From an optimization exercise on the open Yosys and OpenROAD flow, aimed at small area; shortcuts taken in it are not production practice.
The RTL was checked by simulation tests, not by an equivalence proof against the original design.

## rev 12
==> flow/design.v (excerpt) <==
module axi_mem (
  input  wire        aclk,
  input  wire        arstn,
  input  wire [3:0]  arid,
  input  wire [31:0] araddr,
  input  wire [3:0]  arlen,
  input  wire [2:0]  arsize,
  input  wire        arvalid,
  output wire        arready,
  input  wire [3:0]  awid,
  input  wire [31:0] awaddr,
  input  wire [3:0]  awlen,
  input  wire [2:0]  awsize,
  input  wire        awvalid,
  output wire        awready,
  input  wire [31:0] wdata,
  input  wire [3:0]  wstrb,
  input  wire        wlast,
  input  wire        wvalid,
  output wire        wready,
  output wire [3:0]  rid,
  output wire [31:0] rdata,
  output wire [1:0]  rresp,
  output wire        rlast,
  output wire        rvalid,
  input  wire        rready,
  output wire [3:0]  bid,
  output wire [1:0]  bresp,
  output wire        bvalid,
  input  wire        bready
);
For scale: about 1100 flip-flops, ~180 I/O pins.
==> module axi_mem, before the edit <==
module axi_mem (
  input  wire        aclk,
  input  wire        arstn,
  input  wire [3:0]  arid,
  input  wire [31:0] araddr,
  input  wire [3:0]  arlen,
  input  wire [2:0]  arsize,
  input  wire        arvalid,
  output wire        arready,
  input  wire [3:0]  awid,
  input  wire [31:0] awaddr,
  input  wire [3:0]  awlen,
  input  wire [2:0]  awsize,
  input  wire        awvalid,
  output wire        awready,
  input  wire [31:0] wdata,
  input  wire [3:0]  wstrb,
  input  wire        wlast,
  input  wire        wvalid,
  output wire        wready,
  output wire [3:0]  rid,
  output wire [31:0] rdata,
  output wire [1:0]  rresp,
  output wire        rlast,
  output wire        rvalid,
  input  wire        rready,
  output wire [3:0]  bid,
  output wire [1:0]  bresp,
  output wire        bvalid,
  input  wire        bready
);
  logic       rd_busy;
  logic [3:0] rd_rem;      
  logic [3:0] rd_id;
  logic [6:0] rd_lo;
  logic [1:0] rd_sz;
  logic       rd_in_hi, rd_wrap_hi;
  logic       rd_err;      
  logic       rd_hold;
  logic [31:0] rd_hold_q;
  wire ar_hs = arvalid && !rd_busy;
  wire r_hs  = rd_busy && rready;
  wire rd_last = rd_rem == 4'd0;
  wire rd_adv  = r_hs && !rd_last;
  wire [7:0] rd_sum   = {1'b0, rd_lo} + (8'd1 << rd_sz);
  wire [6:0] rd_lo_n  = ar_hs ? araddr[6:0] : rd_sum[6:0];
  wire [1:0] rd_sz_n  = ar_hs ? arsize[1:0] : rd_sz;
  wire       rd_ok_sz = arsize <= 3'd2;
  wire       rd_in_n  = ar_hs ? rd_ok_sz && araddr[31:7] == 25'd0 :
                        rd_sum[7] ? rd_wrap_hi : rd_in_hi;
  wire       rd_err_n = !rd_in_n || (rd_sz_n[0] && rd_lo_n == 7'h7f) ||
                        (rd_sz_n[1] && rd_lo_n[6:2] == 5'h1f && rd_lo_n[1:0] != 2'b00);
  always_ff @(posedge aclk or negedge arstn) begin
    if (!arstn) rd_busy <= 1'b0;
    else if (ar_hs) rd_busy <= 1'b1;
    else if (r_hs && rd_last) rd_busy <= 1'b0;
  end
  always_ff @(posedge aclk) begin
    if (ar_hs) begin
      rd_rem     <= arlen;
      rd_id      <= arid;
      rd_sz      <= arsize[1:0];
      rd_wrap_hi <= rd_ok_sz && &araddr[31:7];
    end else if (rd_adv) begin
      rd_rem <= rd_rem - 4'd1;
    end
    if (ar_hs || rd_adv) begin
      rd_lo    <= rd_lo_n;
      rd_in_hi <= rd_in_n;
      rd_err   <= rd_err_n;
    end
  end
  logic       wr_busy;     
  logic       wr_resp;     
  logic [3:0] wr_rem;
  logic [3:0] wr_id;
  logic [6:0] wr_lo;
  logic [1:0] wr_sz;
  logic       wr_in_hi, wr_wrap_hi;
  logic       wr_bad;      
  wire aw_hs = awvalid && !wr_busy && !wr_resp;
  wire w_hs  = wvalid && wr_busy;
  wire b_hs  = wr_resp && bready;
  wire wr_last = wr_rem == 4'd0;
  wire wr_err  = !wr_in_hi || (wr_sz[0] && wr_lo == 7'h7f) ||
                 (wr_sz[1] && wr_lo[6:2] == 5'h1f && wr_lo[1:0] != 2'b00);
  wire [7:0] wr_next = {1'b0, wr_lo} + (8'd1 << wr_sz);
  always_ff @(posedge aclk or negedge arstn) begin
    if (!arstn) begin
      wr_busy <= 1'b0;
      wr_resp <= 1'b0;
    end else begin
      if (aw_hs) wr_busy <= 1'b1;
      else if (w_hs && wr_last) wr_busy <= 1'b0;
      if (w_hs && wr_last) wr_resp <= 1'b1;
      else if (b_hs) wr_resp <= 1'b0;
    end
  end
  always_ff @(posedge aclk) begin
    if (aw_hs) begin
      wr_rem     <= awlen;
      wr_id      <= awid;
      wr_lo      <= awaddr[6:0];
      wr_sz      <= awsize[1:0];
      wr_in_hi   <= awsize <= 3'd2 && awaddr[31:7] == 25'd0;
      wr_wrap_hi <= awsize <= 3'd2 && &awaddr[31:7];
      wr_bad     <= 1'b0;
    end else if (w_hs) begin
      wr_bad <= wr_bad || wr_err || (wlast != wr_last);
      if (!wr_last) begin
        wr_rem <= wr_rem - 4'd1;
        wr_lo  <= wr_next[6:0];
        if (wr_next[7]) wr_in_hi <= wr_wrap_hi;
      end
    end
  end
  logic [3:0] wr_size_mask, wr_lanes;
  always_comb begin
    case (wr_sz)
      2'd0:    wr_size_mask = 4'b0001;
      2'd1:    wr_size_mask = 4'b0011;
      default: wr_size_mask = 4'b1111;
    endcase
  end
  assign wr_lanes = wr_size_mask << wr_lo[1:0];
  wire [3:0] wr_be = {4{w_hs && !wr_err}} & wr_lanes & wstrb;
  logic [3:0] wr_be_hi_n [8];
  for (genvar k = 0; k < 8; k++) begin : g_be_hi
    assign wr_be_hi_n[k] = ~({4{wr_lo[6:4] == k}} & wr_be);
  end
  logic [31:0] src [33];
  logic [32:0] src_sel;
  logic [31:0] grp_n [11];
  always_ff @(posedge aclk) begin
    rd_hold   <= rd_busy && !rready;
    rd_hold_q <= rdata;
  end
  wire rd_live = !rd_hold && !rd_err;
  assign src[32]     = rd_hold_q;
  assign src_sel[32] = rd_hold;
  for (genvar j = 0; j < 32; j++) begin : g_word
    wire wsel_n = wr_lo[3:2] != j % 4;
    logic [3:0] we;
    for (genvar i = 0; i < 4; i++) begin : g_we
      axi_mem_nor2 u_we (.a_n (wsel_n), .b_n (wr_be_hi_n[j/4][i]), .y (we[i]));
    end
    logic [31:0] word;
    for (genvar i = 0; i < 4; i++) begin : g_lane
      always_ff @(posedge aclk) begin
        if (we[i]) word[8*i +: 8] <= wdata[8*i +: 8];
      end
    end
    assign src[j]     = word;
    assign src_sel[j] = rd_live && rd_lo[6:2] == j;
  end
  for (genvar g = 0; g < 11; g++) begin : g_grp
    for (genvar b = 0; b < 32; b++) begin : g_bit
      axi_mem_aoi222 u_aoi (
        .s (src_sel[3*g +: 3]),
        .d ({src[3*g+2][b], src[3*g+1][b], src[3*g][b]}),
        .y_n (grp_n[g][b])
      );
    end
  end
  logic [31:0] rd_word;
  always_comb begin
    rd_word = '0;
    for (int g = 0; g < 11; g++) rd_word = rd_word | ~grp_n[g];
  end
  assign arready = !rd_busy;
  assign rvalid  = rd_busy;
  assign rid     = rd_id;
  assign rdata   = rd_word;
  assign rresp   = {rd_err, 1'b0};
  assign rlast   = rd_last;
  assign awready = !wr_busy && !wr_resp;
  assign wready  = wr_busy;
  assign bvalid  = wr_resp;
  assign bid     = wr_id;
  assign bresp   = {wr_bad, 1'b0};
endmodule
export LEC_CHECK = 0
export CAP_MARGIN = 20
export CORE_MARGIN = 2
export CORE_UTILIZATION = 60
export PLACE_DENSITY = 0.7
export SLEW_MARGIN = 20
export SYNTH_HIERARCHICAL = 1
create_clock -name core_clock -period 6.0 [get_ports {aclk}]
standard.sh (not shown) runs the stock make flow with config.mk's settings and CLKGATE_MAP_FILE= SYNTH_SCRIPT=/design/flow/synth_recipe.tcl, a recipe that flattens the netlist after the stock synthesis.
==> flow/flow/run.sh <==
#!/bin/bash
# Standard ORFS layout with buf_1 port buffers and a clock tree of larger
# sink clusters without dummy loads.
set -euo pipefail
export BUFFER_PORTS_ARGS="-buffer_cell sky130_fd_sc_hd__buf_1"
export CTS_ARGS="-sink_clustering_enable -repair_clock_nets -dont_use_dummy_load -sink_clustering_size 28 -sink_clustering_max_diameter 80"
bash standard.sh > standard.log 2>&1
The inputs of rev 13 differ from those of rev 12 as listed below.
--- a/flow/design.v
+++ b/flow/design.v
@@ -40,5 +40,4 @@
   logic       rd_err;      
   logic       rd_hold;
-  logic [31:0] rd_hold_q;
   wire ar_hs = arvalid && !rd_busy;
   wire r_hs  = rd_busy && rready;
@@ -131,14 +130,19 @@
     assign wr_be_hi_n[k] = ~({4{wr_lo[6:4] == k}} & wr_be);
   end
+  logic mem_phase;
+  always_ff @(posedge aclk) mem_phase <= !mem_phase;
+  wire [31:0] wdata_p = wdata ^ {32{mem_phase}};
   logic [31:0] src [33];
   logic [32:0] src_sel;
   logic [31:0] grp_n [11];
+  logic [31:0] rd_raw;
+  logic [31:0] rd_raw_q;      
   always_ff @(posedge aclk) begin
-    rd_hold   <= rd_busy && !rready;
-    rd_hold_q <= rdata;
+    rd_hold  <= rd_busy && !rready;
+    rd_raw_q <= ~rd_raw;
   end
   wire rd_live = !rd_hold && !rd_err;
-  assign src[32]     = rd_hold_q;
-  assign src_sel[32] = rd_hold;
+  assign src[32]     = rd_raw_q;
+  assign src_sel[32] = rd_hold && !rd_err;
   for (genvar j = 0; j < 32; j++) begin : g_word
     wire wsel_n = wr_lo[3:2] != j % 4;
@@ -147,10 +151,16 @@
       axi_mem_nor2 u_we (.a_n (wsel_n), .b_n (wr_be_hi_n[j/4][i]), .y (we[i]));
     end
-    logic [31:0] word;
-    for (genvar i = 0; i < 4; i++) begin : g_lane
-      always_ff @(posedge aclk) begin
-        if (we[i]) word[8*i +: 8] <= wdata[8*i +: 8];
-      end
-    end
+    wire [3:0] we_n = ~we;
+    logic [31:0] word, word_d;
+    for (genvar b = 0; b < 32; b++) begin : g_bit
+      axi_mem_o22ai u_next (
+        .q    (word[b]),
+        .load (we[b/8]),
+        .keep (we_n[b/8]),
+        .d    (wdata_p[b]),
+        .y    (word_d[b])
+      );
+    end
+    always_ff @(posedge aclk) word <= word_d;
     assign src[j]     = word;
     assign src_sel[j] = rd_live && rd_lo[6:2] == j;
@@ -165,9 +175,9 @@
     end
   end
-  logic [31:0] rd_word;
   always_comb begin
-    rd_word = '0;
-    for (int g = 0; g < 11; g++) rd_word = rd_word | ~grp_n[g];
-  end
+    rd_raw = '0;
+    for (int g = 0; g < 11; g++) rd_raw = rd_raw | ~grp_n[g];
+  end
+  wire [31:0] rd_word = rd_raw ^ {32{mem_phase && !rd_err}};
   assign arready = !rd_busy;
   assign rvalid  = rd_busy;
@@ -189,4 +199,13 @@
   assign y_n = ~|(s & d);
 endmodule
+module axi_mem_o22ai (
+  input  wire q,
+  input  wire load,
+  input  wire keep,
+  input  wire d,
+  output wire y
+);
+  assign y = ~((q | load) & (keep | d));
+endmodule
 module axi_mem_nor2 (
   input  wire a_n,
Notes after the runs:
Depth of the worst register-to-register path: higher on rev 13
Rev 13: final net count is 50% higher than what rev 12 reported.
Count of buffers not belonging to the clock network in the layout: higher on rev 13
Summary — post-route worst setup slack, rev 13 relative to rev 12: higher, by 0.47 ns.
Compared with rev 12, rev 13 shows number of standard cells in the layout, taps in and fillers out higher by 1159.
When rev 13 is set beside rev 12, its antenna cell count turns out to be 2 smaller.
Routed wire length sits higher in rev 13 than in rev 12.

==> what the ideal ports hide <==
The results above use ideal ports. As a check the final layouts listed here were re-extracted and re-timed, cells and wires unchanged. Step 1 assumes that a clkbuf_16 drives the clock port and a buf_2 every other input. Step 2, shift: input delay + t, output delay - t, t = (earliest + latest rising clock arrival at the registers) / 2. This alone moves slack from input paths to output paths. Slacks: ideal ports / drivers / drivers and shift; pairs: ideal ports / drivers.
| run | t (ns) | setup WS [ns] | worst register clock-pin slew, ns |
|---|---|---|---|
| rev 12 | 0.685 | 0.448 / 0.381 / 1.067 | 0.11 / 0.11 |
| rev 13 | 0.693 | 0.922 / 0.855 / 1.548 | 0.11 / 0.11 |
After both steps every run listed still meets setup and hold.
